This design comes from an exercise in tuning for small area, a short achievable clock period and few clock cycles on the open sky130 flow, not from production work.
Function was checked by simulation only, so behaviour that the tests miss may differ from the original.

--- flow/config.mk ---
export PLATFORM = sky130hd
export DESIGN_NAME = periodic_wavelet_analysis
export DESIGN_NICKNAME = periodic_wavelet_analysis
export VERILOG_FILES = /design/flow/design.v
export SDC_FILE = /design/flow/constraint.sdc
export NUM_CORES = 4
export LEC_CHECK = 0
export CAP_MARGIN = 20
export CORE_MARGIN = 2
export CORE_UTILIZATION = 40
export SLEW_MARGIN = 20
--- flow/constraint.sdc ---
create_clock -name core_clock -period 10.0 [get_ports {i_clk}]
set_input_delay 2.0000 -clock core_clock [delete_from_list [all_inputs] [get_ports {i_clk}]]
set_output_delay 2.0000 -clock core_clock [all_outputs]
set_load 0.01 [all_outputs]
--- flow/design.v ---
package pwa_pkg;
    localparam int SAMPLE_WIDTH = 16;
    localparam int COEF_WIDTH   = 16;
    localparam int OUT_W        = 20;
    localparam int OUT_IDX_W    = 6;
    localparam int COEF_IDX_W   = 5;
    localparam int ACC_W        = 37;    
    localparam int PROD_W       = 32;    
    localparam int TAPCNT_W     = 6;
    localparam int PHASE_W      = 6;
    localparam int LEN_W        = 3;
    localparam int CFG_DATA_W   = 6;
    localparam int CFG_IDX_W    = 2;
    localparam logic [CFG_IDX_W-1:0] CFG_TAP_COUNT    = 2'd0;
    localparam logic [CFG_IDX_W-1:0] CFG_PHASE_OFFSET = 2'd1;
    localparam logic [CFG_IDX_W-1:0] CFG_LENGTH_LOG2  = 2'd2;
    localparam logic [TAPCNT_W-1:0] TAPCNT_RST = 6'd4;
    localparam logic [PHASE_W-1:0]  PHASE_RST  = 6'd0;
    localparam logic [LEN_W-1:0]    LEN_RST    = 3'd7;
    localparam logic [ACC_W-1:0] PROD_BIAS = 37'd1431633920;
endpackage
module pwa_outq #(
    parameter int D = 4
) (
    input  logic        i_clk,
    input  logic        i_rst_n,
    input  logic        i_push,
    input  logic [19:0] i_lo,
    input  logic [19:0] i_hi,
    input  logic [5:0]  i_half_m1,
    input  logic        i_out_ready,
    output logic        o_pop,
    output logic        o_valid,
    output logic [19:0] o_lo,
    output logic [19:0] o_hi,
    output logic [5:0]  o_index,
    output logic        o_last
);
    localparam int B  = D - 1;
    localparam int PW = (B > 1) ? $clog2(B) : 1;
    localparam int CW = $clog2(B + 1);
    logic [19:0]   r_lo [B];
    logic [19:0]   r_hi [B];
    logic [PW-1:0] wp, rp;
    logic [CW-1:0] bc;
    logic          vq;
    logic [5:0]    oj;
    logic          from_ring, head_take, bypass;
    logic [19:0]   n_lo, n_hi;
    assign o_pop     = vq & i_out_ready;
    assign o_valid   = vq;
    assign from_ring = (bc != '0);
    assign head_take = (from_ring | i_push) & (o_pop | ~vq);
    assign bypass    = i_push & ~from_ring & (o_pop | ~vq);
    assign n_lo      = from_ring ? r_lo[rp] : i_lo;
    assign n_hi      = from_ring ? r_hi[rp] : i_hi;
    always_ff @(posedge i_clk) begin
        if (i_push) begin
            r_lo[wp] <= i_lo;
            r_hi[wp] <= i_hi;
        end
        if (head_take) begin
            o_lo    <= n_lo;
            o_hi    <= n_hi;
            o_index <= oj;
            o_last  <= (oj == i_half_m1);
        end
    end
    function automatic logic [PW-1:0] inc(input logic [PW-1:0] p);
        inc = (p == PW'(B - 1)) ? '0 : p + PW'(1);
    endfunction
    always_ff @(posedge i_clk) begin
        if (!i_rst_n) begin
            wp <= '0;
            rp <= '0;
            bc <= '0;
            vq <= 1'b0;
            oj <= '0;
        end else begin
            if (i_push && !bypass) wp <= inc(wp);
            if (head_take && from_ring) rp <= inc(rp);
            bc <= bc + CW'(i_push && !bypass) - CW'(head_take && from_ring);
            vq <= head_take | (vq & ~o_pop);
            if (head_take) oj <= (oj == i_half_m1) ? 6'd0 : oj + 6'd1;
        end
    end
endmodule
module pwa_csa #(
    parameter int W = 32
) (
    input  logic [W-1:0] i_a,
    input  logic [W-1:0] i_b,
    input  logic [W-1:0] i_c,
    output logic [W-1:0] o_s,
    output logic [W-1:0] o_c
);
    logic [W-1:0] maj;
    assign o_s = i_a ^ i_b ^ i_c;
    assign maj = (i_a & i_b) | (i_a & i_c) | (i_b & i_c);
    assign o_c = {maj[W-2:0], 1'b0};
endmodule
module pwa_bmul2 (
    input  logic [7:0]  i_one,
    input  logic [7:0]  i_two,
    input  logic [7:0]  i_neg,
    input  logic [15:0] i_a,
    input  logic [15:0] i_b,
    output logic [31:0] o_as,
    output logic [31:0] o_ac,
    output logic [31:0] o_bs,
    output logic [31:0] o_bc
);
    pwa_bmul_rows u_a (.i_m(i_a), .i_one(i_one), .i_two(i_two), .i_neg(i_neg), .o_s(o_as), .o_c(o_ac));
    pwa_bmul_rows u_b (.i_m(i_b), .i_one(i_one), .i_two(i_two), .i_neg(i_neg), .o_s(o_bs), .o_c(o_bc));
endmodule
module pwa_bmul_rows (
    input  logic [15:0] i_m,
    input  logic [7:0]  i_one,
    input  logic [7:0]  i_two,
    input  logic [7:0]  i_neg,
    output logic [31:0] o_s,
    output logic [31:0] o_c
);
    logic [31:0] r [9];
    always_comb begin
        logic [16:0] pp;
        r[8] = '0;
        for (int i = 0; i < 8; i++) begin
            pp = (({i_m[15], i_m} & {17{i_one[i]}}) | ({i_m, 1'b0} & {17{i_two[i]}}))
               ^ {17{i_neg[i]}};
            r[i] = 32'({~pp[16], pp[15:0]}) << (2 * i);
            r[8][2*i] = i_neg[i];
        end
    end
    logic [31:0] a0, b0, a1, b1, a2, b2, c0, d0, c1, d1, e0, f0;
    pwa_csa #(32) u_l1a (.i_a(r[0]), .i_b(r[1]), .i_c(r[2]), .o_s(a0), .o_c(b0));
    pwa_csa #(32) u_l1b (.i_a(r[3]), .i_b(r[4]), .i_c(r[5]), .o_s(a1), .o_c(b1));
    pwa_csa #(32) u_l1c (.i_a(r[6]), .i_b(r[7]), .i_c(r[8]), .o_s(a2), .o_c(b2));
    pwa_csa #(32) u_l2a (.i_a(a0), .i_b(b0), .i_c(a1), .o_s(c0), .o_c(d0));
    pwa_csa #(32) u_l2b (.i_a(b1), .i_b(a2), .i_c(b2), .o_s(c1), .o_c(d1));
    pwa_csa #(32) u_l3  (.i_a(c0), .i_b(d0), .i_c(c1), .o_s(e0), .o_c(f0));
    pwa_csa #(32) u_l4  (.i_a(e0), .i_b(f0), .i_c(d1), .o_s(o_s), .o_c(o_c));
endmodule
module pwa_acc_tree (
    input  logic [pwa_pkg::ACC_W-1:0] i_as,
    input  logic [pwa_pkg::ACC_W-1:0] i_ac,
    input  logic [8*32-1:0]           i_p,
    output logic [pwa_pkg::ACC_W-1:0] o_s,
    output logic [pwa_pkg::ACC_W-1:0] o_c
);
    localparam int W = pwa_pkg::ACC_W;
    logic [W-1:0] p [8];
    always_comb for (int i = 0; i < 8; i++) p[i] = W'(i_p[32*i +: 32]);
    logic [W-1:0] a0, a1, b0, b1, c0, c1, d0, d1, e0, e1, f0, f1, g0, g1;
    pwa_csa #(W) u_l1a (.i_a(p[0]), .i_b(p[1]), .i_c(p[2]), .o_s(a0), .o_c(a1));
    pwa_csa #(W) u_l1b (.i_a(p[3]), .i_b(p[4]), .i_c(p[5]), .o_s(b0), .o_c(b1));
    pwa_csa #(W) u_l2a (.i_a(a0),   .i_b(a1),   .i_c(b0),   .o_s(c0), .o_c(c1));
    pwa_csa #(W) u_l2b (.i_a(b1),   .i_b(p[6]), .i_c(p[7]), .o_s(d0), .o_c(d1));
    pwa_csa #(W) u_l3a (.i_a(c0),   .i_b(c1),   .i_c(d0),   .o_s(e0), .o_c(e1));
    pwa_csa #(W) u_l3b (.i_a(d1),   .i_b(i_as), .i_c(i_ac), .o_s(f0), .o_c(f1));
    pwa_csa #(W) u_l4  (.i_a(e0),   .i_b(e1),   .i_c(f0),   .o_s(g0), .o_c(g1));
    pwa_csa #(W) u_l5  (.i_a(g0),   .i_b(g1),   .i_c(f1),   .o_s(o_s), .o_c(o_c));
endmodule
module periodic_wavelet_analysis (
    input  logic                                   i_clk,
    input  logic                                   i_rst_n,
    input  logic                                   i_in_valid,
    output logic                                   o_in_ready,
    input  logic                                   i_in_mode,
    input  logic [pwa_pkg::COEF_IDX_W-1:0]         i_in_coef_index,
    input  logic signed [pwa_pkg::COEF_WIDTH-1:0]  i_in_low_coef,
    input  logic signed [pwa_pkg::COEF_WIDTH-1:0]  i_in_high_coef,
    input  logic signed [pwa_pkg::SAMPLE_WIDTH-1:0] i_in_sample,
    output logic                                   o_out_valid,
    input  logic                                   i_out_ready,
    output logic signed [pwa_pkg::OUT_W-1:0]       o_out_low,
    output logic signed [pwa_pkg::OUT_W-1:0]       o_out_high,
    output logic [pwa_pkg::OUT_IDX_W-1:0]          o_out_index,
    output logic                                   o_out_last,
    input  logic                                   i_cfg_we,
    input  logic [pwa_pkg::CFG_IDX_W-1:0]          i_cfg_index,
    input  logic [pwa_pkg::CFG_DATA_W-1:0]         i_cfg_data
);
    localparam int AW = pwa_pkg::ACC_W;
    localparam int QD = 6;    
    logic        rdy_q;
    logic        stg_v, stg_mode;
    logic [4:0]  stg_ci;
    logic [15:0] stg_lo, stg_hi, stg_smp;
    logic        cfg_we_q;
    logic [1:0]  cfg_idx_q;
    logic [5:0]  cfg_dat_q;
    assign o_in_ready = rdy_q;
    always_ff @(posedge i_clk) begin
        if (rdy_q) begin
            stg_mode <= i_in_mode;
            stg_ci   <= i_in_coef_index;
            stg_lo   <= i_in_low_coef;
            stg_hi   <= i_in_high_coef;
            stg_smp  <= i_in_sample;
        end
        cfg_idx_q <= i_cfg_index;
        cfg_dat_q <= i_cfg_data;
    end
    logic [5:0] r_tc, r_ph;
    logic [2:0] r_lg;
    logic [5:0] nx_tc, nx_ph;
    logic [2:0] nx_lg;
    always_comb begin
        nx_tc = r_tc;
        nx_ph = r_ph;
        nx_lg = r_lg;
        if (!i_rst_n) begin
            nx_tc = pwa_pkg::TAPCNT_RST;
            nx_ph = pwa_pkg::PHASE_RST;
            nx_lg = pwa_pkg::LEN_RST;
        end else if (cfg_we_q) begin
            case (cfg_idx_q)
                pwa_pkg::CFG_TAP_COUNT:    nx_tc = cfg_dat_q;
                pwa_pkg::CFG_PHASE_OFFSET: nx_ph = cfg_dat_q;
                pwa_pkg::CFG_LENGTH_LOG2:  nx_lg = cfg_dat_q[2:0];
                default: ;
            endcase
        end
    end
    logic [2:0] d_lg;
    logic [6:0] d_mask;
    logic [5:0] d_taps;
    logic [5:0] d_ph;
    logic [2:0] d_steps;
    logic [1:0] d_pad;
    logic [6:0] d_sbase;
    always_comb begin
        d_lg    = (r_lg == 3'd0) ? 3'd1 : r_lg;
        d_mask  = 7'((8'd1 << d_lg) - 8'd1);
        d_taps  = (r_tc > 6'd32) ? 6'd32 : r_tc;
        d_ph    = r_ph;
        d_steps = (d_taps == 6'd0) ? 3'd0 : 3'(((d_taps - 6'd1) >> 2));
        d_pad   = 2'(r_ph + 6'd2 - d_taps);
        d_sbase = 7'(7'(d_taps) + 7'd1 - 7'(r_ph));
    end
    logic [6:0] mask;
    logic [5:0] half_m1;
    logic [5:0] taps;
    logic [2:0] steps_m1;
    logic       n128;
    logic [5:0] thr;
    logic [4:0] finc;
    logic [6:0] neg_ph;
    logic [AW-1:0] acc_init;
    always_ff @(posedge i_clk) begin
        r_tc     <= nx_tc;
        r_ph     <= nx_ph;
        r_lg     <= nx_lg;
        mask     <= d_mask;
        half_m1  <= 6'(d_mask >> 1);
        taps     <= d_taps;
        steps_m1 <= d_steps;
        n128     <= (d_lg == 3'd7);
        thr      <= d_taps + 6'(d_pad);
        finc     <= (d_lg == 3'd7) ? d_sbase[6:2]    
                  : ((d_lg == 3'd1) ? 5'd1 : 5'(d_mask[6:2] + 5'd1));
        neg_ph   <= 7'(-d_ph);
        case (d_steps)
            3'd0: acc_init <= AW'(1 << 14) - AW'(4)  * pwa_pkg::PROD_BIAS;
            3'd1: acc_init <= AW'(1 << 14) - AW'(8)  * pwa_pkg::PROD_BIAS;
            3'd2: acc_init <= AW'(1 << 14) - AW'(12) * pwa_pkg::PROD_BIAS;
            3'd3: acc_init <= AW'(1 << 14) - AW'(16) * pwa_pkg::PROD_BIAS;
            3'd4: acc_init <= AW'(1 << 14) - AW'(20) * pwa_pkg::PROD_BIAS;
            3'd5: acc_init <= AW'(1 << 14) - AW'(24) * pwa_pkg::PROD_BIAS;
            3'd6: acc_init <= AW'(1 << 14) - AW'(28) * pwa_pkg::PROD_BIAS;
            default: acc_init <= AW'(1 << 14) - AW'(32) * pwa_pkg::PROD_BIAS;
        endcase
    end
    logic       can_smp_q, can_tap_q;
    logic [6:0] r_f;
    logic [4:0] r_bf;
    logic       smp_proc, tap_proc, proc, cmp_ev;
    logic [6:0] waddr;
    assign smp_proc = stg_v & stg_mode & can_smp_q;
    assign tap_proc = stg_v & ~stg_mode & can_tap_q;
    assign proc     = smp_proc | tap_proc;
    assign cmp_ev   = smp_proc & (((r_f & ~mask) != 7'd0) | ((r_f & mask) == mask));
    assign waddr    = {r_bf, 2'b00} + (r_f & mask);
    logic [6:0] f_nx;
    logic [4:0] bf_nx;
    assign f_nx  = cmp_ev ? 7'd0 : (r_f + 7'(smp_proc));
    assign bf_nx = cmp_ev ? (r_bf + finc) : r_bf;
    logic [15:0] sbank [4][32];
    logic        w_en;
    logic [6:0]  w_addr;
    logic [15:0] w_data;
    always_ff @(posedge i_clk) begin
        if (!i_rst_n) w_en <= 1'b0;
        else          w_en <= smp_proc;
        w_addr <= waddr;
        w_data <= stg_smp;
        if (w_en) sbank[w_addr[1:0]][w_addr[6:2]] <= w_data;
    end
    logic [15:0] lbank [4][8];
    logic [15:0] hbank [4][8];
    always_ff @(posedge i_clk) begin
        if (tap_proc) begin
            lbank[stg_ci[1:0]][stg_ci[4:2]] <= stg_lo;
            hbank[stg_ci[1:0]][stg_ci[4:2]] <= stg_hi;
        end
    end
    logic       a_act, a_pend;
    logic [5:0] a_j;
    logic [2:0] a_s;
    logic [6:0] a_wj, a_wr;      
    logic [4:0] a_bc, a_bp;      
    logic [2:0] cnt;             
    logic       pop;
    logic iss, a_lstep, a_lout, a_fin;
    assign iss     = a_act & ((a_s != 3'd0) | (cnt < 3'(QD)));
    assign a_lstep = (a_s == steps_m1);
    assign a_lout  = (a_j == half_m1);
    assign a_fin   = iss & a_lstep & a_lout;
    logic       a_act_nx, a_pend_nx;
    logic [5:0] a_j_nx;
    always_comb begin
        a_act_nx  = a_act;
        a_pend_nx = a_pend;
        a_j_nx    = a_j;
        if (iss && a_lstep) a_j_nx = a_j + 6'd1;
        if (a_fin) begin
            a_j_nx = 6'd0;
            if (a_pend) a_pend_nx = 1'b0;
            else        a_act_nx  = 1'b0;
        end
        if (cmp_ev) begin
            if (a_act && !a_fin) a_pend_nx = 1'b1;
            else begin
                a_act_nx = 1'b1;
                a_j_nx   = 6'd0;
            end
        end
    end
    always_ff @(posedge i_clk) begin
        if (!i_rst_n) begin
            a_act  <= 1'b0;
            a_pend <= 1'b0;
            a_j    <= '0;
            a_s    <= '0;
            cnt    <= '0;
            r_f    <= '0;
            r_bf   <= '0;
        end else begin
            a_act  <= a_act_nx;
            a_pend <= a_pend_nx;
            a_j    <= a_j_nx;
            cnt    <= cnt + 3'(iss && a_s == 3'd0) - 3'(pop);
            r_f    <= f_nx;
            r_bf   <= bf_nx;
            if (iss) a_s <= a_lstep ? 3'd0 : a_s + 3'd1;
        end
    end
    always_ff @(posedge i_clk) begin
        if (iss) begin
            if (a_lstep) begin
                a_wj <= a_wj + 7'd2;
                a_wr <= a_wj + 7'd2;
            end else begin
                a_wr <= a_wr + 7'd4;
            end
        end
        if (a_fin && a_pend) begin
            a_bc <= a_bp;
            a_wj <= neg_ph;
            a_wr <= neg_ph;
        end
        if (cmp_ev) begin
            if (a_act && !a_fin) begin
                a_bp <= r_bf;
            end else begin
                a_bc <= r_bf;
                a_wj <= neg_ph;
                a_wr <= neg_ph;
            end
        end
    end
    logic ovl_wait;
    logic can_smp_nx, can_tap_nx, stg_v_nx, stg_mode_nx, rdy_nx, take;
    always_comb begin
        can_tap_nx = !a_act_nx && !a_pend_nx && !a_act;   
        if (cmp_ev || a_fin) ovl_wait = (thr != 6'd0);
        else                 ovl_wait = ({1'b0, a_j, 1'b0} < 8'(thr) + 8'(r_f) + 8'd1);
        can_smp_nx = !a_pend_nx && !cfg_we_q && !(n128 && a_act_nx && ovl_wait);
        take        = i_in_valid & rdy_q;
        stg_v_nx    = take | (stg_v & ~proc);
        stg_mode_nx = take ? i_in_mode : stg_mode;
        rdy_nx      = !stg_v_nx || (stg_mode_nx ? can_smp_nx : can_tap_nx);
    end
    always_ff @(posedge i_clk) begin
        if (!i_rst_n) begin
            stg_v     <= 1'b0;
            rdy_q     <= 1'b0;
            cfg_we_q  <= 1'b0;
            can_smp_q <= 1'b0;
            can_tap_q <= 1'b0;
        end else begin
            stg_v     <= stg_v_nx;
            rdy_q     <= rdy_nx;
            cfg_we_q  <= i_cfg_we;
            can_smp_q <= can_smp_nx;
            can_tap_q <= can_tap_nx;
        end
    end
    logic       r_v, r_first, r_last;
    logic [4:0] r_row [4];
    logic [1:0] r_sel [4];
    logic [3:0] r_lm;
    logic [2:0] r_s;
    always_ff @(posedge i_clk) begin
        if (!i_rst_n) r_v <= 1'b0;
        else          r_v <= iss;
        r_first <= (a_s == 3'd0);
        r_last  <= a_lstep;
        r_s     <= a_s;
        for (int q = 0; q < 4; q++) begin
            r_row[q] <= a_bc + ((a_wr[6:2] + 5'(q < int'(a_wr[1:0]))) & mask[6:2]);
            r_sel[q] <= 2'((a_wr + 7'(q)) & mask);
            r_lm[q]  <= ({a_s, 2'(q)} < taps);
        end
    end
    logic        m_v, m_first, m_last;
    logic [15:0] m_lo [4], m_hi [4];
    logic [7:0]  m_one [4], m_two [4], m_neg [4];
    logic [15:0] xs [4];
    logic [7:0]  e_one [4], e_two [4], e_neg [4];
    logic        b_v, b_first, b_last;
    logic [15:0] b_d [4];
    logic [1:0]  b_sel [4];
    logic [3:0]  b_lm;
    logic [2:0]  b_s;
    always_ff @(posedge i_clk) begin
        if (!i_rst_n) b_v <= 1'b0;
        else          b_v <= r_v;
        b_first <= r_first;
        b_last  <= r_last;
        b_lm    <= r_lm;
        b_s     <= r_s;
        for (int q = 0; q < 4; q++) begin
            b_d[q]   <= sbank[q][r_row[q]];
            b_sel[q] <= r_sel[q];
        end
    end
    always_comb begin
        for (int l = 0; l < 4; l++) begin
            logic [16:0] xe;
            xs[l] = b_lm[l] ? b_d[b_sel[l]] : 16'd0;
            xe = {xs[l], 1'b0};
            for (int i = 0; i < 8; i++) begin
                e_one[l][i] = xe[2*i] ^ xe[2*i+1];
                e_two[l][i] = (xe[2*i+2] & ~xe[2*i+1] & ~xe[2*i]) |
                              (~xe[2*i+2] & xe[2*i+1] & xe[2*i]);
                e_neg[l][i] = xe[2*i+2];
            end
        end
    end
    always_ff @(posedge i_clk) begin
        if (!i_rst_n) m_v <= 1'b0;
        else          m_v <= b_v;
        m_first <= b_first;
        m_last  <= b_last;
        for (int l = 0; l < 4; l++) begin
            m_one[l] <= e_one[l];
            m_two[l] <= e_two[l];
            m_neg[l] <= e_neg[l];
            m_lo[l] <= lbank[l][b_s];
            m_hi[l] <= hbank[l][b_s];
        end
    end
    logic [31:0] pl_s [4], pl_c [4], ph_s [4], ph_c [4];
    for (genvar l = 0; l < 4; l++) begin : g_mul
        pwa_bmul2 u_mul (
            .i_one(m_one[l]),
            .i_two(m_two[l]),
            .i_neg(m_neg[l]),
            .i_a  (m_lo[l]),
            .i_b  (m_hi[l]),
            .o_as (pl_s[l]),
            .o_ac (pl_c[l]),
            .o_bs (ph_s[l]),
            .o_bc (ph_c[l])
        );
    end
    logic        p_v, p_first, p_last;
    logic [8*32-1:0] p_lo, p_hi;
    always_ff @(posedge i_clk) begin
        if (!i_rst_n) p_v <= 1'b0;
        else          p_v <= m_v;
        p_first <= m_first;
        p_last  <= m_last;
        for (int l = 0; l < 4; l++) begin
            p_lo[64*l +: 32]      <= pl_s[l];
            p_lo[64*l + 32 +: 32] <= pl_c[l];
            p_hi[64*l +: 32]      <= ph_s[l];
            p_hi[64*l + 32 +: 32] <= ph_c[l];
        end
    end
    logic [AW-1:0] acl_s, acl_c, ach_s, ach_c;
    logic [AW-1:0] nl_s, nl_c, nh_s, nh_c;
    pwa_acc_tree u_accl (
        .i_as (p_first ? acc_init : acl_s),
        .i_ac (p_first ? '0 : acl_c),
        .i_p  (p_lo),
        .o_s  (nl_s),
        .o_c  (nl_c)
    );
    pwa_acc_tree u_acch (
        .i_as (p_first ? acc_init : ach_s),
        .i_ac (p_first ? '0 : ach_c),
        .i_p  (p_hi),
        .o_s  (nh_s),
        .o_c  (nh_c)
    );
    logic f_v;
    always_ff @(posedge i_clk) begin
        if (!i_rst_n) f_v <= 1'b0;
        else          f_v <= p_v & p_last;
        acl_s <= nl_s;
        acl_c <= nl_c;
        ach_s <= nh_s;
        ach_c <= nh_c;
    end
    function automatic logic [19:0] sat20(input logic [AW-1:0] v);
        logic [21:0] q;
        q = v[36:15];
        if (q[21:19] == 3'b000 || q[21:19] == 3'b111) sat20 = q[19:0];
        else if (q[21])                              sat20 = 20'h80000;
        else                                         sat20 = 20'h7FFFF;
    endfunction
    logic          g_v;
    logic [AW-1:0] g_lo, g_hi;
    always_ff @(posedge i_clk) begin
        if (!i_rst_n) g_v <= 1'b0;
        else          g_v <= f_v;
        g_lo <= acl_s + acl_c;
        g_hi <= ach_s + ach_c;
    end
    logic [19:0] res_lo, res_hi;
    assign res_lo = sat20(g_lo);
    assign res_hi = sat20(g_hi);
    pwa_outq #(.D(QD)) u_outq (
        .i_clk       (i_clk),
        .i_rst_n     (i_rst_n),
        .i_push      (g_v),
        .i_lo        (res_lo),
        .i_hi        (res_hi),
        .i_half_m1   (half_m1),
        .i_out_ready (i_out_ready),
        .o_pop       (pop),
        .o_valid     (o_out_valid),
        .o_lo        (o_out_low),
        .o_hi        (o_out_high),
        .o_index     (o_out_index),
        .o_last      (o_out_last)
    );
endmodule
--- flow/flow/run.sh ---
#!/bin/bash
# The standard layout (the standard.sh: standard synthesis, floorplan,
# placement, CTS, routing, finish) with the setup repair steps aiming at a
# slack margin of 6.3 ns instead of 0, so that repair keeps improving paths
# well below the 10 ns clock. Nothing else differs from the standard flow.
set -euo pipefail
export SETUP_SLACK_MARGIN=6.3
bash standard.sh > standard_flow.log 2>&1
--- flow/standard.sh ---
#!/bin/bash
# synth_recipe.tcl (not shown) runs the flow's synth.tcl, then flattens the netlist and writes it again
# the make line also repeats each setting of config.mk as NAME=value (left out here)
make -C /OpenROAD-flow-scripts/flow DESIGN_CONFIG=/design/flow/config.mk WORK_HOME=/design/flow/orfs CLKGATE_MAP_FILE= SYNTH_SCRIPT=/design/flow/synth_recipe.tcl "${@:-finish}"
==> results_dict.tcl, run 1 <==
set metrics [dict create \
    status "finished clean" \
    slowest_stage "dfxtp_4" \
    drv_slew 0 \
    netlist_instances 13590 \
    antenna_found_initial 37 \
    postCtsHoldBufs 0 \
    grt_max_degree 101 \
    clock.fmax_mhz 268 \
    die_area_sq_um 545000 \
    synth_edf_count 3378 \
    dp_slack_ns 5.57 \
    tightest_slew_ns 1.10 \
    chipHeight_um 738 \
    grt_pass1_wl_um 867000 \
    cts_buffers 470 \
    synthArstFlopShare_pct 0 \
    hold_path_class "reg2reg" \
    start_kind "register" \
    cts_tree "built" \
    clock_skew_ns 0.107 \
    clockBufferDepth 4 \
    hpwl_um 386000 \
    grt_remaining_overflow 0 \
    synthTopCellsByArea "edfxtp_1, dfxtp_1, fa_1" \
    slew_headroom_pct 26.6 \
    synth-warning-count 38 \
    clkTransAtPathRegs_ns 0.06 \
    netlist.area_leader.share_pct 47.1 \
    post-synth-top-count-cell "edfxtp_1" \
    drt_iter0_drc 12073 \
    antenna_left 0 \
    hold_violations 0 \
    nets 15497 \
    synth.avg_cell_area_sq_um 15.9 \
    synth_seq_area_share_pct 57.9 \
    via_per_inst 5.43 \
    root_buffer "clkbuf_16" \
    place_area_sq_um 226000 \
    worstPathArrival_ns 1.73 \
    grt_pass1_vias 119187 \
    vias 115743 \
    drc 0 \
    wl_um 600000 \
    ys_types 76 \
    max_stage_delay_ns 0.50 \
    fin_crit_ns 3.73 \
    place.gp.congestion 0.870 \
    finalSetupViolations 0 \
    rsz0062_at_grt "yes" \
    chipWidth_um 738 \
    yosysTopAreaCell "edfxtp_1" \
    initial_core_util_pct 40.1 \
    final_util_pct 45.0 \
    place_inst 20351 \
    io_pins 116 \
    grt.total_usage_pct 21.8 \
    cap_violations 0 \
    critical_path.max_fanout 2 \
    timing.hold.ws_ns 0.325 \
    synth_common_cells "edfxtp_1, inv_1, dfxtp_1" \
    design_area_sq_um 242000 \
    clock-sinks 4545 \
    synth_ff_type "edfxtp_1" \
    worst_slack_ns 6.27 \
    crit_type "reg2out" \
    fin_tns_setup_ns 0 \
    wl_per_cell_um 28.2 \
    rows 269 \
    crit_buf_inv 1 \
    io_buffers 115 \
    synth_seq_cells 4545 \
    period_share_pct 37.3 \
    drive_above_1_share_pct 18.2 \
    first_pass_iters 6 \
    cp_top_family "flip-flops" \
    crit_required_ns 8.00 \
    core-area_sq_um 537000 \
    synth_area_sq_um 216000 \
    crit_path_cell_trace "buf_6" \
    htree_levels 5 \
    final_cells 21301 \
    critPathCaptureType "output pin" \
    syn2layout_area_growth_pct 12.1 \
    clk_latency_ns 1.07 \
]
[area by class of cell]
type | instances | area [sq um]
inverters | 1449 | 5460
repair buffers | 514 | 4180
fillers | 46733 | 295000
well taps | 7181 | 8980
clock inverters | 244 | 2620
multi-input cells | 6667 | 82000
flip-flops and latches | 4545 | 125000
clock buffers | 643 | 13100
diodes | 58 | 145
[path summary, 6_finish.rpt]
kind | startpoint | to | slack (ns) | depth (start not counted)
max | rdy_q | o_in_ready | 6.27 | 1
min | m_first | p_first | 0.32 | 0
max reg2reg | m_hi[1][14] | p_hi[80] | 6.36 | 8
min reg2reg | m_first | p_first | 0.32 | 0
[cell families (layout without fill, tap and decap cells)]
| family | after synthesis | count (layout) | synth area share [%] |
|---|---|---|---|
| DFF | 4545 | 4545 | 57.9 |
| xor gates and xnor gates | 1253 | 1253 | 5.09 |
| other | 1 | 60 | 0.00174 |
| and+or+nand+nor | 912 | 912 | 1.96 |
| muxes | 1288 | 1288 | 11.8 |
| AOI/OAI and AO/OA | 1429 | 1429 | 4.69 |
| buffers and inverters | 2379 | 2850 | 4.19 |
| adders and majority gates | 1783 | 1783 | 14.4 |
[flip-flops by register name, indices dropped and copies added (netlist names), 22 cells and up, named ones only]
register	flops
g_lo	22
b_d	64
p_lo	236
m_two	32
acl_c	35
u_outq.r_lo	100
ach_s	37
m_neg	32
ach_c	35
acl_s	37
u_outq.r_hi	100
lbank	512
m_one	32
m_lo	64
g_hi	22
hbank	512
sbank	2048
m_hi	64
p_hi	236
[layout by cell type (no fill, tap or decap), types with 35 or more instances in the layout]
master and n:
clkbuf_1 108, clkbuf_16 477, clkbuf_8 58, nor2_1 275, clkinv_1 56, a22oi_1 964
nand2_1 252, nand2b_1 55, edfxtp_1 3378, dfxtp_1 1042, a21oi_1 118, clkdlybuf4s50_1 66
nor2b_1 84, nand3_1 69, bufinv_16 38, mux2i_1 96, dfxtp_4 40, inv_1 1443
o21a_1 45, o21ai_0 165, mux4_2 980, a21o_1 35, mux2_2 212, fa_1 1152
diode_2 58, ha_1 631, xor2_1 335, buf_4 381, xnor2_1 918, clkinv_2 87
dfxtp_2 85
[per-layer routing]
metal | vias to the layer above | GRT usage, % | routed length, um
li1 | 49226 | - | -
met1 | 60916 | 29.5 | 244000
met2 | 4506 | 35.3 | 286000
met3 | 1085 | 3.04 | 39100
met4 | 10 | 9.64 | 30600
met5 | - | 0 | 59
[timing repair]
action / in CTS / in global routing
endpoints found under the setup margin: 270 / 165
setup buffers: 2 / 1
gates resized for setup: 182 / 66
Testbench counts, summed over its fixed seeds: cycles 22,416.
==> run 2, diff against run 1 <==
==> flow/flow/run.sh (replaced) <==
#!/bin/bash
# The standard layout (the standard.sh: standard synthesis, floorplan,
# placement, CTS, routing, finish) with the setup repair steps aiming at a
# slack margin of 6.6 ns instead of 0, so that repair keeps improving paths
# well below the 10 ns clock. Nothing else differs from the standard flow.
set -euo pipefail
export SETUP_SLACK_MARGIN=6.6
bash standard.sh > standard_flow.log 2>&1
==> run 2 against run 1 <==
Still clean on timing, DRC and antenna. Synthesized area unchanged. Worst setup slack gained 0.023 ns. Global-route usage decreased by 0.062 points. Synthesized cell count unchanged. First-iteration DRC count fell by 5.4%. Core utilization grew 0.067 points. Sequential share of layout area about the same. Critical endpoint unchanged.
==> results_dict.tcl, run 2 <==
set metrics [dict create \
    min_to "p_first" \
    clkTransAtPathRegs_ns 0.06 \
    nets 15493 \
    grt_remaining_overflow 0 \
    ys_types 76 \
    largest_reg_flops 2048 \
    drt_iter0_drc 11423 \
    design_area_sq_um 242000 \
    io_pins 116 \
    clock.fmax_mhz 270 \
    cts_buffers 469 \
    hold_path_class "reg2reg" \
    rows 269 \
    worstReg2RegStart "p_hi[30]" \
    clk_latency_ns 1.05 \
    chipWidth_um 738 \
    post-synth-top-count-cell "edfxtp_1" \
    multi_input_comb_area_sq_um 82100 \
    wl_per_cell_um 28.2 \
    drc 0 \
    r2r.worst_path.cells 9 \
    hold_violations 0 \
    crit_required_ns 8.00 \
    fillers 46730 \
    hpwl_um 386000 \
    netlist_instances 13590 \
    synth-warning-count 38 \
    place.gp.congestion 0.901 \
    core-area_sq_um 537000 \
    critical_path.max_fanout 2 \
    vias 115476 \
    clock-sinks 4545 \
    fin_crit_ns 3.71 \
    setup.worst_path.start "rdy_q" \
    postCtsHoldBufs 0 \
    start_kind "register" \
    cts_tree "built" \
    period_share_pct 37.1 \
    hp-start "m_first" \
    antenna_left 0 \
    netlist.area_leader.share_pct 47.1 \
    fin_tns_setup_ns 0 \
    reg2reg_to "ach_s[30]" \
    final_cells 21251 \
    cap_violations 0 \
    crit_type "reg2out" \
    place_inst 20334 \
    antenna_found_initial 29 \
    htree_levels 5 \
    die_area_sq_um 545000 \
    final_common_cell "edfxtp_1" \
    tightest_slew_ns 1.17 \
    grt.total_usage_pct 21.7 \
    synth_seq_cells 4545 \
    place_area_sq_um 226000 \
    whs_path_depth 0 \
    io_buffers 115 \
    first_pass_iters 6 \
    status "finished clean" \
    seq_area_sq_um 125000 \
    grt_max_degree 141 \
    synth_edf_count 3378 \
    drv_slew 0 \
    synth_common_cells "edfxtp_1, inv_1, dfxtp_1" \
    critPathCaptureType "output pin" \
    synth_area_sq_um 216000 \
    initial_core_util_pct 40.1 \
    wl_um 599000 \
    drive_above_1_share_pct 18.7 \
    finalSetupViolations 0 \
    grt_pass1_vias 119233 \
    clock_skew_ns 0.0964 \
    synthArstFlopShare_pct 0 \
    synthTopCellsByArea "edfxtp_1, dfxtp_1, fa_1" \
    root_buffer "clkbuf_16" \
    via_per_inst 5.43 \
    chipHeight_um 738 \
    grt_pass1_wl_um 864000 \
    final_cell_mix "edfxtp_1, inv_1, fa_1, dfxtp_1, mux4_2" \
    rsz0062_at_grt "yes" \
    synth_ff_type "edfxtp_1" \
    yosysTopAreaCell "edfxtp_1" \
    worstPathArrival_ns 1.71 \
    syn2layout_area_growth_pct 12.3 \
    slew_headroom_pct 21.5 \
    synth.avg_cell_area_sq_um 15.9 \
    synth_seq_area_share_pct 57.9 \
    rrSetupSlack_ns 6.64 \
    clockBufferDepth 4 \
]
run 2: cell types whose count changed in the layout (fill, tap and decap cells not counted), sizes merged:
cell           before   now
clkinvlp           22    17
clkdlybuf4s15      22     0
inv              1464  1466
buf               425   437
clkinv            169   163
clkbuf            644   658
diode              58    20
bufinv             38    31
run 2: per-stage QoR:
stage | hold WS, ns | setup WS (ns) | util [%]
floorplan | 0.310 | 4.73 | -
global route | 0.336 | 6.23 | 45.1
CTS | 0.327 | 6.18 | 44.9
global placement | 0.309 | 5.56 | 42.0
detailed placement | 0.312 | 5.48 | 42.0
finish | 0.327 | 6.29 | 45.1
run 2: logic make-up (layout without fill, tap and decap cells):
group	count (synthesis)	count (layout)	synth area share, %
buffers and inverters	2379	2838	4.19
flip-flops	4545	4545	57.9
AND/OR/NAND/NOR	912	912	1.96
multiplexers	1288	1288	11.8
XOR/XNOR	1253	1253	5.09
adder cells (fa/ha/maj)	1783	1783	14.4
AO/OA/AOI/OAI	1429	1429	4.69
other	1	22	0.00174
run 2: per-layer routing:
| metal | track usage [%] | up-vias | part of all wire [%] |
|---|---|---|---|
| met1 | 29.1 | 60767 | 41 |
| li1 | - | 49187 | - |
| met5 | 0.0262 | - | 0.016 |
| met2 | 35.8 | 4451 | 48 |
| met3 | 3.08 | 1057 | 6.5 |
| met4 | 8.99 | 14 | 4.8 |
run 2: critical path, stage by stage (launching register included):
cell,delay [ns]
dfxtp_4,0.35
buf_12,0.17
buf_6,0.12
run 2: what timing repair did:
item,in CTS,in global routing
resized for setup,382,133
hold endpoints to repair,0,0
pin swaps,1,1
gates cloned,0,1
setup buffers,7,10
setup endpoints to repair,1115,217
run 2: final cells by class:
| type | instances | area share [%] |
|---|---|---|
| Clock buffer | 650 | 5.43 |
| Antenna cell | 20 | 0.0207 |
| Inverter | 1449 | 2.27 |
| Sequential cell | 4545 | 51.7 |
| Multi-Input combinational cell | 6667 | 33.9 |
| Clock inverter | 228 | 0.973 |
| Timing Repair Buffer | 511 | 1.93 |
| Tap cell | 7181 | 3.71 |
run 2: worst max path at each step:
stage                                   end  slack, ns  depth (start not counted)
after detailed placement          p_hi[142]       5.48                          8
after global routing             o_in_ready       6.23                          2
after CTS                        o_in_ready       6.18                          2
after global placement            p_lo[142]       5.56                          8
final                            o_in_ready       6.29                          2
after floorplan           u_outq.r_hi[3][0]       4.73                          2
==> run 3, diff against run 2 <==
--- a/flow/design.v
+++ b/flow/design.v
@@ -186,2 +186,3 @@
     logic        rdy_q;
+    logic        stg_ld;    
     logic        stg_v, stg_mode;
@@ -194,3 +195,3 @@
     always_ff @(posedge i_clk) begin
-        if (rdy_q) begin
+        if (stg_ld) begin
             stg_mode <= i_in_mode;
@@ -394,2 +395,3 @@
     end
+    always_ff @(posedge i_clk) stg_ld <= rdy_nx;
     always_ff @(posedge i_clk) begin
--- a/flow/config.mk
+++ b/flow/config.mk
@@ -10,2 +10,4 @@
 export CORE_UTILIZATION = 40
+export CTS_CLUSTER_DIAMETER = 100
+export CTS_CLUSTER_SIZE = 30
 export SLEW_MARGIN = 20
==> run 3 against run 2 <==
Final cell count fell by 2.3%. Worst setup slack gained 0.13 ns. Maximum frequency up 3.6%. Worst hold slack worse by 0.0042 ns. Critical path type unchanged. Critical endpoint is now o_out_index[1]. Highest routed layer unchanged.
==> results_dict.tcl, run 3 <==
set metrics [dict create \
    drt_iter0_drc 12439 \
    finalSetupViolations 0 \
    synth_top_family_by_area "adder cells" \
    synthArstFlopShare_pct 0 \
    fin_tns_setup_ns 0 \
    syn2layout_area_growth_pct 7.91 \
    slowest_stage "edfxtp_1" \
    root_buffer "clkbuf_16" \
    clock-sinks 4546 \
    htree_levels 4 \
    max_stage_delay_ns 0.42 \
    crit_path_cell_trace "buf_2" \
    core-area_sq_um 537000 \
    rows 269 \
    chipHeight_um 738 \
    synth-warning-count 38 \
    final_cell_mix "edfxtp_1, inv_1, fa_1, dfxtp_1, mux4_2" \
    start_kind "register" \
    chipWidth_um 738 \
    io_pins 116 \
    synth_area_sq_um 216000 \
    synthAdderAreaFrac_pct 14.4 \
    hp-start "m_first" \
    grt_pass1_wl_um 849000 \
    grt_remaining_overflow 0 \
    largest_reg_flops 2048 \
    post-synth-top-count-cell "edfxtp_1" \
    initial_core_util_pct 40.2 \
    crit_cells 1 \
    place.gp.congestion 0.880 \
    yosysTopAreaCell "edfxtp_1" \
    netlist.area_leader.share_pct 47.0 \
    synth_seq_area_share_pct 57.9 \
    final_common_cell "edfxtp_1" \
    critical_path.max_fanout 1 \
    worstReg2RegStart "p_hi[30]" \
    worstPathArrival_ns 1.58 \
    via_per_inst 5.48 \
    grt.total_usage_pct 21.4 \
    ys_types 76 \
    rsz0062_at_grt "yes" \
    synth_mux_area_share_pct 11.8 \
    hold_violations 0 \
    grt_max_degree 139 \
    synthTopCellsByArea "edfxtp_1, dfxtp_1, fa_1" \
    synth_edf_count 3378 \
    postCtsHoldBufs 0 \
    fin_crit_ns 3.58 \
    antenna_found_initial 40 \
    hpwl_um 387000 \
    grt_pass1_vias 115210 \
    io_buffers 115 \
    synth-xor-area-share_pct 5.08 \
    drive_above_1_share_pct 15.9 \
    status "finished clean" \
    critPathCaptureType "output pin" \
    antenna_left 0 \
    drv_slew 0 \
    synth_common_cells "edfxtp_1, inv_1, dfxtp_1" \
    crit_type "reg2out" \
    tightest_slew_ns 1.21 \
    clock.fmax_mhz 279 \
    yosys.area_share.simple_pct 2.02 \
    cap_violations 0 \
    whs_path_depth 0 \
    synth_seq_cells 4546 \
    r2r.worst_path.cells 9 \
    design_area_sq_um 233000 \
    period_share_pct 35.8 \
    fillers 47483 \
    nets 15228 \
    vias 113677 \
    die_area_sq_um 545000 \
    clockBufferDepth 4 \
    cts_tree "built" \
    clk_latency_ns 1.00 \
    setup.worst_path.start "u_outq.o_index[1]" \
    cp_top_family "flip-flops" \
    synth.avg_cell_area_sq_um 15.8 \
    wl_um 592000 \
    drc 0 \
    synth-compound-area-share_pct 4.69 \
    slew_headroom_pct 19.0 \
    clock_skew_ns 0.100 \
    clkTransAtPathRegs_ns 0.11 \
    wl_per_cell_um 28.5 \
    netlist_instances 13611 \
    crit_required_ns 8.00 \
    crit_buf_inv 1 \
    cts_buffers 192 \
    place_area_sq_um 226000 \
    first_pass_iters 8 \
    synth_ff_type "edfxtp_1" \
    hold_path_class "reg2reg" \
]
## run 3: cell count changes in the layout (fill, tap and decap cells not counted), sizes merged, moves of 6 or more
cell,before,now
and2,28,34
clkinvlp,17,4
buf,437,428
diode,20,46
clkbuf,658,302
nand2b,55,61
bufinv,31,3
clkinv,163,22
## run 3: cells by family after synthesis
logic type                 count (synthesis)
AOI/OAI and AO/OA                       1434
xor gates and xnor gates                1252
adders and majority gates               1783
buffers and inverters                   2377
DFF                                     4546
muxes                                   1285
other                                      1
and+or+nand+nor                          933
## run 3: final cells by class
| class | instances | area [sq um] | area share [%] |
|---|---|---|---|
| diodes | 46 | 115 | 0.0495 |
| clock buffers | 293 | 5300 | 2.28 |
| clock inverters | 53 | 763 | 0.328 |
| inverters | 1444 | 5460 | 2.35 |
| multi-input cells | 6689 | 82200 | 35.3 |
| flip-flops and latches | 4546 | 125000 | 53.8 |
| well taps | 7181 | 8980 | 3.86 |
| repair buffers | 505 | 4640 | 1.99 |
## run 3: path summary, 6_finish.rpt
kind / endpoint / slack (ns)
worst max-delay path: o_out_index[1] / 6.42
worst max register to register: ach_s[30] / 6.63
worst min-delay path: p_first / 0.32
worst min register to register: p_first / 0.32
## run 3: stage by stage
| step | hold WS [ns] | cells | setup WS [ns] | util (%) |
|---|---|---|---|---|
| after global routing | 0.324 | 20749 | 6.32 | 43.3 |
| after global placement | 0.314 | 20347 | 5.53 | 42.0 |
| after CTS | 0.318 | 20700 | 6.28 | 43.2 |
| after detailed placement | 0.314 | 20348 | 5.46 | 42.0 |
| final | 0.323 | 20757 | 6.42 | 43.4 |
| after floorplan | 0.310 | 13612 | 4.73 | - |
## run 3: timing repair
| item | 4_1_cts | 5_1_grt |
|---|---|---|
| gates cloned | 2 | 1 |
| resized for setup | 370 | 146 |
| setup buffers | 4 | 8 |
| pin swaps | 0 | 1 |
| setup endpoints to repair | 1457 | 216 |
## run 3: layer usage
layer	share of wire (%)	track usage (%)	routed length, um
met4	4.5	8.24	26400
met1	41	29.2	241000
met2	48	35.1	285000
met5	0.0093	0	55
met3	6.6	2.61	39200
Testbench counts of run 3, summed over its fixed seeds: cycles 22,416.
==> run 4, diff against run 3 <==
==> flow/flow/run.sh (replaced) <==
#!/bin/bash
# The standard layout (the standard.sh: standard synthesis, floorplan,
# placement, CTS, routing, finish) with the setup repair steps aiming at a
# slack margin of 6.8 ns instead of 0, so that repair keeps improving paths
# well below the 10 ns clock. Nothing else differs from the standard flow.
set -euo pipefail
export SETUP_SLACK_MARGIN=6.8
bash standard.sh > standard_flow.log 2>&1
--- a/flow/config.mk
+++ b/flow/config.mk
@@ -9,5 +9,5 @@
 export CORE_MARGIN = 2
-export CORE_UTILIZATION = 40
+export CORE_UTILIZATION = 55
 export CTS_CLUSTER_DIAMETER = 100
-export CTS_CLUSTER_SIZE = 30
+export CTS_CLUSTER_SIZE = 20
 export SLEW_MARGIN = 20
==> run 4 against run 3 <==
Design area increased by 2.3%. Non-clock buffer count increased by 163. Maximum frequency up 1.0%. Die area decreased by 27%. Clock-buffer cell count up 128. Final cell count decreased by 8.4%. Worst setup slack better by 0.036 ns. Via count grew 3.8%. Register-to-register slack improved by 0.08 ns. Critical path type unchanged. Highest routed layer unchanged.
==> results_dict.tcl, run 4 <==
set metrics [dict create \
    drv_slew 0 \
    place.gp.congestion 0.921 \
    nets 15473 \
    post-synth-top-count-cell "edfxtp_1" \
    yosysTopAreaCell "edfxtp_1" \
    netlist.area_leader.share_pct 47.0 \
    io_pins 116 \
    hold_path_class "reg2reg" \
    syn2layout_area_growth_pct 10.4 \
    slew_headroom_pct 22.5 \
    worstPathArrival_ns 1.54 \
    clock_skew_ns 0.0574 \
    root_buffer "clkbuf_16" \
    status "finished clean" \
    first_pass_iters 8 \
    crit_required_ns 8.00 \
    fin_crit_ns 3.54 \
    synth_area_sq_um 216000 \
    start_kind "register" \
    synth_ff_type "edfxtp_1" \
    via_per_inst 6.20 \
    tightest_slew_ns 1.16 \
    grt.total_usage_pct 31.1 \
    grt_remaining_overflow 0 \
    clock-sinks 4546 \
    clock.fmax_mhz 282 \
    drive_above_1_share_pct 21.2 \
    grt_pass1_wl_um 883000 \
    chipHeight_um 630 \
    ys_types 76 \
    finalSetupViolations 0 \
    synth-warning-count 38 \
    initial_core_util_pct 55.3 \
    final_cell_mix "edfxtp_1, inv_1, fa_1, mux4_2, xnor2_1" \
    critical_path.max_fanout 1 \
    fillers 28899 \
    crit_buf_inv 1 \
    die_area_sq_um 397000 \
    clk_latency_ns 0.96 \
    final_util_pct 61.1 \
    core-area_sq_um 390000 \
    slowest_stage "edfxtp_1" \
    drc 0 \
    clockBufferDepth 4 \
    clkTransAtPathRegs_ns 0.08 \
    cts_buffers 274 \
    crit_type "reg2out" \
    synth_edf_count 3378 \
    rsz0062_at_grt "yes" \
    max_stage_delay_ns 0.46 \
    crit_cells 1 \
    critPathCaptureType "output pin" \
    period_share_pct 35.4 \
    hpwl_um 399000 \
    wl_per_cell_um 33.4 \
    fin_tns_setup_ns 0 \
    antenna_found_initial 42 \
    antenna_left 0 \
    cap_violations 0 \
    htree_levels 5 \
    final_common_cell "edfxtp_1" \
    chipWidth_um 630 \
    r2r.worst_path.cells 7 \
    crit_path_cell_trace "buf_2" \
    grt_pass1_vias 120275 \
    hold_violations 0 \
    netlist_instances 13611 \
    cts_tree "built" \
    cp_top_family "flip-flops" \
    largest_reg_flops 2048 \
    synth_seq_area_share_pct 57.9 \
    synth.avg_cell_area_sq_um 15.8 \
    vias 118005 \
    synthArstFlopShare_pct 0 \
    io_buffers 115 \
    drt_iter0_drc 13923 \
    rows 229 \
    whs_path_depth 0 \
    synth_common_cells "edfxtp_1, inv_1, dfxtp_1" \
    wl_um 635000 \
    postCtsHoldBufs 0 \
    synth_seq_cells 4546 \
    grt_max_degree 104 \
    synthTopCellsByArea "edfxtp_1, dfxtp_1, fa_1" \
]
-- run 4: cell count changes in the layout (fill, tap and decap cells not counted), sizes merged --
cell / before / now
diode: 46 / 16
clkdlybuf4s50: 66 / 65
clkinv: 22 / 19
clkinvlp: 4 / 1
buf: 428 / 539
bufbuf: 2 / 4
inv: 1468 / 1462
clkbuf: 302 / 480
dlygate4sd2: 0 / 1
-- run 4: per-layer routing --
metal	vias to the layer above	part of all wire, %	global-route usage [%]
li1	48941	-	-
met3	1137	8.2	4.26
met5	-	0.012	0
met1	62396	40	43.2
met4	12	5.2	13.3
met2	5519	47	49.8
-- run 4: what timing repair did --
action | CTS | global route
gates cloned | 12 | 55
gates resized for setup | 788 | 527
setup endpoints to repair | 688 | 322
setup buffers | 30 | 100
pin swaps | 30 | 214
-- run 4: worst register-to-register path: cells and delay by family, from the launching register on --
| kind | cells | cell delay (ns) |
|---|---|---|
| adders and majority gates | 5 | 2.59 |
| DFF | 1 | 0.43 |
| buffers and inverters | 2 | 0.13 |
-- run 4: final cells by class --
type | count | area [sq um] | area share, %
diodes | 16 | 40.0 | 0.0168
clock buffers | 421 | 7550 | 3.17
clock inverters | 41 | 623 | 0.262
inverters | 1444 | 5490 | 2.31
multi-input cells | 6689 | 83900 | 35.2
flip-flops and latches | 4546 | 126000 | 52.8
well taps | 5197 | 6500 | 2.73
repair buffers | 668 | 8240 | 3.46
-- run 4: final timing paths --
| path | startpoint | end | slack, ns |
|---|---|---|---|
| max reg2reg | p_hi[52] | ach_s[20] | 6.71 |
| min | b_last | m_last | 0.33 |
| max | u_outq.o_hi[6] | o_out_high[6] | 6.46 |
| min reg2reg | b_last | m_last | 0.33 |
-- run 4: cells by family (layout without fill, tap and decap cells) --
logic type,Yosys count,in the layout,share of synthesized area [%]
XOR/XNOR,1252,1252,5.08
AO/OA/AOI/OAI,1434,1434,4.69
multiplexers,1285,1285,11.8
flip-flops,4546,4546,57.9
AND/OR/NAND/NOR,933,933,2.02
buffers and inverters,2377,2574,4.19
other,1,18,0.00174
adder cells (fa/ha/maj),1783,1783,14.4
-- run 4: metrics by stage --
stage               cell area [sq um]  cells  worst slack (ns)  hold WS, ns
finish                         238000  19022              6.46        0.331
detailed placement             223000  18342              5.37        0.312
floorplan                      216000  13612              6.47        0.310
CTS                            234000  18846              6.38        0.331
global route                   238000  19007              6.39        0.337
global placement               223000  18339              5.42        0.315
==> run 5, diff against run 4 <==
==> flow/flow/run.sh (replaced) <==
#!/bin/bash
# The standard layout (the standard.sh: standard synthesis, floorplan,
# placement, CTS, routing, finish) with the setup repair steps aiming at a
# slack margin of 6.9 ns instead of 0, so that repair keeps improving paths
# well below the 10 ns clock. Nothing else differs from the standard flow.
set -euo pipefail
export SETUP_SLACK_MARGIN=6.9
bash standard.sh > standard_flow.log 2>&1
--- a/flow/config.mk
+++ b/flow/config.mk
@@ -9,5 +9,5 @@
 export CORE_MARGIN = 2
-export CORE_UTILIZATION = 55
+export CORE_UTILIZATION = 40
 export CTS_CLUSTER_DIAMETER = 100
-export CTS_CLUSTER_SIZE = 20
+export CTS_CLUSTER_SIZE = 26
 export SLEW_MARGIN = 20
==> run 5 against run 4 <==
Via count shrank 1.1%. Clock skew grew 0.11 ns. Worst setup slack lost 0.072 ns. Sequential share of layout area shrank 0.69 points. Register-to-register slack gained 0.04 ns. Core utilization shrank 16 points. Clock-buffer cell count shrank 88. Synthesized cell count is the same. Final cell count grew 11%. First-iteration DRC count shrank 2.0%. Wire length shrank 2.4%. Largest cell class unchanged.
==> results_dict.tcl, run 5 <==
set metrics [dict create \
    critical_path.max_fanout 1 \
    root_buffer "clkbuf_16" \
    crit_type "reg2out" \
    synth_common_cells "edfxtp_1, inv_1, dfxtp_1" \
    cap_violations 0 \
    clkTransAtPathRegs_ns 0.10 \
    route.met2.wl_um 288000 \
    antenna_left 0 \
    crit_cells 1 \
    rrSetupSlack_ns 6.75 \
    final_cell_mix "edfxtp_1, inv_1, fa_1, mux4_2, dfxtp_1" \
    synth.avg_cell_area_sq_um 15.8 \
    start_kind "register" \
    initial_core_util_pct 40.2 \
    worstPathArrival_ns 1.62 \
    clock-sinks 4546 \
    crit_buf_inv 1 \
    die_area_sq_um 545000 \
    post-synth-top-count-cell "edfxtp_1" \
    grt_max_degree 100 \
    ys_types 76 \
    hold_path_class "reg2reg" \
    vias 116698 \
    nets 15522 \
    design_area_sq_um 241000 \
    rows 269 \
    setup.worst_path.start "u_outq.o_index[1]" \
    wl_um 620000 \
    htree_levels 4 \
    final_common_cell "edfxtp_1" \
    slew_headroom_pct 26.3 \
    cts_tree "built" \
    drive_above_1_share_pct 22.6 \
    r2r.worst_path.cells 11 \
    critPathCaptureType "output pin" \
    met3WireLength_um 49000 \
    slowest_stage "edfxtp_1" \
    largest_reg_flops 2048 \
    max_stage_delay_ns 0.45 \
    clock.fmax_mhz 277 \
    drc 0 \
    yosysTopAreaCell "edfxtp_1" \
    netlist.area_leader.share_pct 47.0 \
    via_per_inst 5.55 \
    first_pass_iters 7 \
    synth_seq_cells 4546 \
    synth_seq_area_share_pct 57.9 \
    antenna_found_initial 37 \
    crit_path_cell_trace "buf_2" \
    reg2reg_to "p_lo[16]" \
    clockBufferDepth 4 \
    synth-warning-count 38 \
    synth_ff_type "edfxtp_1" \
    netlist_instances 13611 \
    synth_edf_count 3378 \
    crit_required_ns 8.00 \
    critPathCapture "o_out_index[1]" \
    chipWidth_um 738 \
    finalSetupViolations 0 \
    tightest_slew_ns 1.09 \
    drt_iter0_drc 13641 \
    clock_skew_ns 0.167 \
    rsz0062_at_grt "yes" \
    highest_layer "met5" \
    worstReg2RegStart "m_one[0][3]" \
    cts_buffers 213 \
    grt_pass1_wl_um 866000 \
    met1_length_um 252000 \
    io_pins 116 \
    place.gp.congestion 0.868 \
    grt.total_usage_pct 21.9 \
    fin_tns_setup_ns 0 \
    wl_per_cell_um 29.5 \
    chipHeight_um 738 \
    grt_pass1_vias 116202 \
    clk_latency_ns 1.07 \
    place_area_sq_um 226000 \
    postCtsHoldBufs 0 \
    io_buffers 115 \
    hpwl_um 382000 \
    status "finished clean" \
    cp_top_family "flip-flops" \
    core-area_sq_um 537000 \
    drv_slew 0 \
    fin_crit_ns 3.62 \
    grt_remaining_overflow 0 \
    synthTopCellsByArea "edfxtp_1, dfxtp_1, fa_1" \
    synthArstFlopShare_pct 0 \
    hold_violations 0 \
    synth_area_sq_um 216000 \
    syn2layout_area_growth_pct 11.8 \
    period_share_pct 36.2 \
]
## run 5: cell counts after synthesis
No cell type changed its count.
## run 5: cell type report
class / instances / area [sq um]
tap: 7181 / 8980
inverter: 1444 / 5490
clock inverter: 50 / 763
clock buffer: 333 / 5820
antenna: 17 / 42.5
timing repair buffer: 778 / 9800
multi-input combinational: 6689 / 84600
sequential: 4546 / 126000
fill: 46632 / 296000
## run 5: layer usage
layer | track usage, % | vias up
met3 | 3.34 | 1036
li1 | - | 49019
met2 | 35.0 | 4982
met1 | 30.1 | 61635
met5 | 0 | -
met4 | 9.10 | 26
## run 5: cell families after synthesis
family / after synthesis / synth area share [%]
other: 1 / 0.00174
buffers and inverters: 2377 / 4.19
xor gates and xnor gates: 1252 / 5.08
adders and majority gates: 1783 / 14.4
AOI/OAI and AO/OA: 1434 / 4.69
DFF: 4546 / 57.9
muxes: 1285 / 11.8
and+or+nand+nor: 933 / 2.02
## run 5: how the worst min path moves through the flow
stage / end / cells after the start / start / slack, ns
after global routing: b_lm[0] / 0 / r_lm[0] / 0.32
after CTS: b_lm[0] / 0 / r_lm[0] / 0.29
after global placement: p_first / 0 / m_first / 0.31
after detailed placement: b_first / 0 / r_first / 0.31
after floorplan: b_first / 0 / r_first / 0.31
final: b_lm[0] / 0 / r_lm[0] / 0.33
## run 5: worst reg2reg max path: cells and delay by family (launching register included)
family | cells | cell delay (ns)
XOR/XNOR | 1 | 0.11
AO/OA/AOI/OAI | 1 | 0.20
flip-flops | 1 | 0.38
adder cells (fa/ha/maj) | 4 | 1.91
buffers and inverters | 5 | 0.54
## run 5: repair_timing
| item | in CTS | in global routing |
|---|---|---|
| pin swaps | 70 | 338 |
| buffers inserted | 56 | 147 |
| setup endpoints to repair | 1729 | 369 |
| hold endpoints to repair | 0 | 0 |
| resized for setup | 956 | 621 |
| cloned | 41 | 38 |
## run 5: metrics by stage
stage               instances  util, %  hold WS [ns]  setup WS, ns
finish                  21038     44.9         0.325          6.38
floorplan               13612        -         0.310          6.47
CTS                     20836     44.0         0.293          6.27
global placement        20356     42.0         0.311          5.83
detailed placement      20356     42.0         0.312          5.71
global route            21027     44.9         0.323          6.30
==> run 6, diff against run 5 <==
--- a/flow/config.mk
+++ b/flow/config.mk
@@ -9,5 +9,5 @@
 export CORE_MARGIN = 2
-export CORE_UTILIZATION = 40
+export CORE_UTILIZATION = 45
 export CTS_CLUSTER_DIAMETER = 100
-export CTS_CLUSTER_SIZE = 26
+export CTS_CLUSTER_SIZE = 30
 export SLEW_MARGIN = 20
==> run 6 against run 5 <==
Critical path depth did not move. Design area rose by 0.24%. Clock skew fell by 0.066 ns. Maximum frequency rose by 1.5%. Core utilization rose by 5.7 points. Via count rose by 1.2%. Critical path type unchanged.
==> results_dict.tcl, run 6 <==
set metrics [dict create \
    netlist_instances 13611 \
    io_buffers 115 \
    clockBufferDepth 4 \
    synth_ff_type "edfxtp_1" \
    clkTransAtPathRegs_ns 0.11 \
    netlist.area_leader.share_pct 47.0 \
    core-area_sq_um 478000 \
    synth_common_cells "edfxtp_1, inv_1, dfxtp_1" \
    final_cells 20326 \
    ys_types 76 \
    max_stage_delay_ns 0.41 \
    hpwl_um 389000 \
    grt_max_degree 111 \
    grt_pass1_wl_um 886000 \
    antenna_left 0 \
    crit_type "reg2out" \
    critPathCaptureType "output pin" \
    final_cell_mix "edfxtp_1, inv_1, mux4_2, fa_1, xnor2_1" \
    vias 118135 \
    via_per_inst 5.81 \
    worstPathArrival_ns 1.56 \
    critical_path.max_fanout 1 \
    drive_above_1_share_pct 25.2 \
    period_share_pct 35.6 \
    status "finished clean" \
    yosysTopAreaCell "edfxtp_1" \
    clock.fmax_mhz 281 \
    wl_per_cell_um 30.8 \
    place.gp.congestion 0.887 \
    postCtsHoldBufs 0 \
    syn2layout_area_growth_pct 12.1 \
    synthArstFlopShare_pct 0 \
    first_pass_iters 8 \
    root_buffer "clkbuf_16" \
    tightest_slew_ns 1.11 \
    crit_required_ns 8.00 \
    io_pins 116 \
    chipHeight_um 696 \
    slowest_stage "edfxtp_1" \
    antenna_found_initial 42 \
    synth_edf_count 3378 \
    final_common_cell "edfxtp_1" \
    place_inst 19567 \
    clock-sinks 4546 \
    grt_pass1_vias 122262 \
    die_area_sq_um 485000 \
    chipWidth_um 696 \
    initial_core_util_pct 45.1 \
    drv_slew 0 \
    cap_violations 0 \
    wl_um 627000 \
    synth_area_sq_um 216000 \
    hold_violations 0 \
    nets 15585 \
    finalSetupViolations 0 \
    clock_skew_ns 0.101 \
    clk_latency_ns 1.02 \
    drt_iter0_drc 12979 \
    hold_path_class "reg2reg" \
    rows 254 \
    fin_tns_setup_ns 0 \
    synth.avg_cell_area_sq_um 15.8 \
    largest_reg_flops 2048 \
    slew_headroom_pct 25.9 \
    synth_seq_area_share_pct 57.9 \
    grt.total_usage_pct 25.4 \
    start_kind "register" \
    synthTopCellsByArea "edfxtp_1, dfxtp_1, fa_1" \
    cts_buffers 198 \
    synth-warning-count 38 \
    post-synth-top-count-cell "edfxtp_1" \
    htree_levels 4 \
    crit_buf_inv 1 \
    synth_seq_cells 4546 \
    cp_top_family "flip-flops" \
    drc 0 \
    fin_crit_ns 3.56 \
    grt_remaining_overflow 0 \
    cts_tree "built" \
    crit_path_cell_trace "buf_2" \
    rsz0062_at_grt "yes" \
]
## run 6: logic make-up after synthesis
logic type | count (synthesis) | synth area share [%]
buffers and inverters | 2377 | 4.19
DFF | 4546 | 57.9
and+or+nand+nor | 933 | 2.02
other | 1 | 0.00174
AOI/OAI and AO/OA | 1434 | 4.69
adders and majority gates | 1783 | 14.4
xor gates and xnor gates | 1252 | 5.08
muxes | 1285 | 11.8
## run 6: path summary, 6_finish.rpt
path	from	end	slack, ns	cells past startpoint
min	stg_smp[7]	w_data[7]	0.31	0
max	u_outq.o_hi[11]	o_out_high[11]	6.44	1
min reg2reg	stg_smp[7]	w_data[7]	0.31	0
max reg2reg	m_one[1][3]	p_lo[78]	6.70	9
## run 6: repair_timing
action	4_1_cts	5_1_grt
resized for setup	1239	588
endpoints found under the setup margin	1768	476
pin swaps	238	369
hold endpoints to repair	0	0
cloned	54	15
buffers inserted	207	90
## run 6: area by class of cell
cell class | count | area (sq um)
Antenna cell | 28 | 70.1
Clock inverter | 65 | 1100
Sequential cell | 4546 | 126000
Fill cell | 39307 | 236000
Inverter | 1444 | 5520
Tap cell | 6400 | 8010
Timing Repair Buffer | 856 | 10400
Clock buffer | 298 | 5440
Multi-Input combinational cell | 6689 | 85400
## run 6: layer usage
metal  share of wire [%]  global-route usage, %  vias to the layer above
met2                  48                   41.2                     5107
li1                    -                      -                    49137
met1                  39                   33.4                    62643
met3                 7.9                   4.33                     1240
met5              0.0089                      0                        -
met4                 5.8                   12.4                        8
## run 6: per-stage QoR
step                cell area, sq um  setup slack (ns)  hold slack, ns  util, %
global placement              225000              5.31           0.313     47.0
finish                        242000              6.44           0.313     50.6
CTS                           238000              6.32           0.321     49.9
detailed placement            225000              5.20           0.313     47.0
global route                  242000              6.35           0.337     50.6
floorplan                     216000              6.47           0.310        -

==> afterwards: timing with drivers on the ports <==
The results above use ideal ports. As a check the final layouts listed here were re-extracted and re-timed, cells and wires unchanged.
Step 1: set_driving_cell puts a clkbuf_16 on i_clk and a buf_2 on each other input, an assumption about the parent block.
Step 2 also shifts input and output timing later by t, the mid clock arrival at the registers, as if the neighbouring blocks saw the same clock.
Three values: ideal ports, drivers, drivers and shift; two values: the first two.
run	t, ns	setup slack, ns	worst hold slack (ns)	latest minus earliest clock arrival (ns)
run 1	1.140	6.268 / 6.142 / 5.920	0.325 / 0.325 / 0.325	0.112 / 0.111
run 2	1.134	6.291 / 6.171 / 5.917	0.327 / 0.327 / 0.327	0.110 / 0.111
run 3	1.070	6.420 / 6.300 / 5.962	0.323 / 0.323 / 0.323	0.107 / 0.106
run 4	1.048	6.456 / 6.348 / 5.943	0.331 / 0.331 / 0.331	0.074 / 0.074
run 5	1.115	6.384 / 6.260 / 5.941	0.325 / 0.325 / 0.325	0.177 / 0.178
run 6	1.093	6.436 / 6.320 / 5.974	0.313 / 0.313 / 0.313	0.121 / 0.121
After both steps every run listed still meets setup and hold. The setup slack of run 4, which loses most, moves by -0.108 ns with the drivers and by -0.513 ns with both steps.
